Background: an optimization exercise with open tools, aiming at small area, a short achievable clock period and few clock cycles. Do not read the settings as production practice. Only simulation tests tie the RTL to the original design; equivalence was not proved.

==> 02-09: inputs <==
## ppu_quire_acc
module ppu_quire_acc (
   input  logic        clk_i,
   input  logic        rst_i,
   input  logic        in_valid_i,
   output logic        in_ready_o,
   input  logic [21:0] in_a_i,
   input  logic [21:0] in_b_i,
   input  logic        in_a_special_i,
   input  logic        in_b_special_i,
   input  logic        in_last_i,
   output logic        out_valid_o,
   input  logic        out_ready_i,
   output logic [48:0] out_meta_o,
   output logic        out_nar_o,
   output logic        out_zero_o
);
   localparam int W  = 32;
   localparam int NC = 8;
   logic fire, last_fire;
   assign fire      = in_valid_i & in_ready_o;
   assign last_fire = fire & in_last_i;
   logic        first_in;     
   logic        r0_first, r0_nfirst;
   logic        r0_valid;
   logic [13:0] r0_ma;
   logic [6:0]  r0_one, r0_two, r0_bneg, enc_one, enc_two, enc_neg;
   logic        r0_btop, enc_btop;
   logic [6:0]  r0_ta, r0_tb;
   logic        r0_neg, r0_add, r0_nar, r0_last;
   quire_booth_enc u_enc (.b(in_b_i[13:0]), .one(enc_one), .two(enc_two), .neg(enc_neg), .btop(enc_btop));
   always_ff @(posedge clk_i or posedge rst_i) begin
      if (rst_i) begin
         r0_valid <= 1'b0;
         first_in <= 1'b1;
      end else begin
         r0_valid <= fire;
         if (fire) first_in <= in_last_i;
      end
   end
   always_ff @(posedge clk_i) begin
      r0_ma   <= in_a_i[13:0];
      r0_one  <= enc_one;
      r0_two  <= enc_two;
      r0_bneg <= enc_neg;
      r0_btop <= enc_btop;
      r0_ta   <= in_a_i[20:14];
      r0_tb   <= in_b_i[20:14];
      r0_neg  <= in_a_i[21] ^ in_b_i[21];
      r0_nar  <= (in_a_special_i & in_a_i[21]) | (in_b_special_i & in_b_i[21]);
      r0_add  <= ~in_a_special_i & ~in_b_special_i;
      r0_last <= in_last_i;
      r0_first  <= first_in;
      r0_nfirst <= ~first_in;
   end
   logic              m1_valid;
   logic [27:0]       m1_ra, m1_rb, m1_rc, tree_ra, tree_rb, tree_rc;
   logic signed [8:0] m1_k;
   logic              m1_neg, m1_add, m1_nar, m1_last, m1_first, m1_nfirst;
   quire_mul_tree u_tree (
      .a    (r0_ma),
      .one  (r0_one),
      .two  (r0_two),
      .neg  (r0_bneg),
      .btop (r0_btop),
      .ra   (tree_ra),
  ...
clock: 12.0 ns
lec_check: 0
cap_margin: 20
core_margin: 2
core_utilization: 60
place_density: 0.65
slew_margin: 20
synth_hierarchical: 1
standard.sh (not shown) runs the stock make flow with config.mk's settings and CLKGATE_MAP_FILE= SYNTH_SCRIPT=/design/flow/synth_recipe.tcl, a recipe that flattens the netlist after the stock synthesis.
==> flow/flow/run.sh <==
#!/bin/bash
# The standard layout, with sky130_fd_sc_hd__buf_4 as the buffer that
# buffer_ports puts on every input and output port (ORFS otherwise picks a
# delay cell, clkdlybuf4s50_1, for them). Everything else is the standard flow's
# standard.sh: the standard synthesis and the ORFS flow with config.mk.
set -euo pipefail
export BUFFER_PORTS_ARGS="-buffer_cell sky130_fd_sc_hd__buf_4"
bash standard.sh > standard.log 2>&1
==> 11-02 (differences from 02-09) <==
==> flow/flow/run.sh (replaced) <==
#!/bin/bash
# The standard layout, with two changes to how ORFS builds it:
# - sky130_fd_sc_hd__buf_4 as the buffer that buffer_ports puts on every
#   input and output port (ORFS otherwise picks a delay cell,
#   clkdlybuf4s50_1, for them);
# - clock tree synthesis without dummy loads.
# Everything else is the standard.sh: the standard synthesis and the ORFS
# flow with config.mk.
set -euo pipefail
export BUFFER_PORTS_ARGS="-buffer_cell sky130_fd_sc_hd__buf_4"
export CTS_ARGS="-sink_clustering_enable -repair_clock_nets -dont_use_dummy_load"
bash standard.sh > standard.log 2>&1
--- a/flow/config.mk
+++ b/flow/config.mk
@@ -9,4 +9,4 @@
 export CORE_MARGIN = 2
-export CORE_UTILIZATION = 60
-export PLACE_DENSITY = 0.65
+export CORE_UTILIZATION = 70
+export PLACE_DENSITY = 0.75
 export SLEW_MARGIN = 20
==> results.json <==
{
  "cp_data_required_time_ps": 12590,
  "die_area_um2": 88100,
  "internal_power_w": 0.00696,
  "cp_num_buf_inv": 1,
  "final-clk-cell-share_pct": 3.47,
  "final_cell_mix": "625 x inv_1, 613 x dfxtp_1, 408 x xnor2_1",
  "tap_cells": 1144,
  "ant_nets": 2,
  "grt_pass1_vias": 53000,
  "outcome": "complete, but fails checks",
  "gp_congestion": 1.15,
  "nClkBuffers": 87,
  "design_area_um2": 62700,
  "violations": "antenna violations",
  "use_met3_pct": 23.0
}
(the above is from 11-02)
==> results.json <==
{
  "cp_data_required_time_ps": 12630,
  "final-clk-cell-share_pct": 5.29,
  "outcome": "finished clean",
  "cp_num_buf_inv": 0,
  "design_area_um2": 63900,
  "internal_power_w": 0.00754,
  "nClkBuffers": 131,
  "tap_cells": 1298,
  "ant_nets": 0
}
(the above is from 02-09)
Testbench counts of 02-09, summed over its fixed seeds: cycles 7,194.
Testbench counts of 11-02, summed over its fixed seeds: cycles 7,194.

re-timing with driven ports:
No port has a modelled driver above. Below, the same layouts with a new extraction and two added sets of constraints. Step 1: set_driving_cell puts a clkbuf_16 on clk_i and a buf_2 on each other input, an assumption about the parent block. Step 2 also shifts input and output timing later by t, the mid clock arrival at the registers, as if the neighbouring blocks saw the same clock. Three values: ideal ports, drivers, drivers and shift; two values: the first two.
| run | shift t [ns] | setup WS [ns] | worst register clock-pin slew, ns | worst data-port slew with drivers (ns) |
|---|---|---|---|---|
| 02-09 | 0.794 | 8.084 / 8.084 / 8.084 | 0.07 / 0.07 | 0.05 |
| 11-02 | 0.754 | 8.153 / 8.153 / 8.153 | 0.07 / 0.07 | 0.05 |
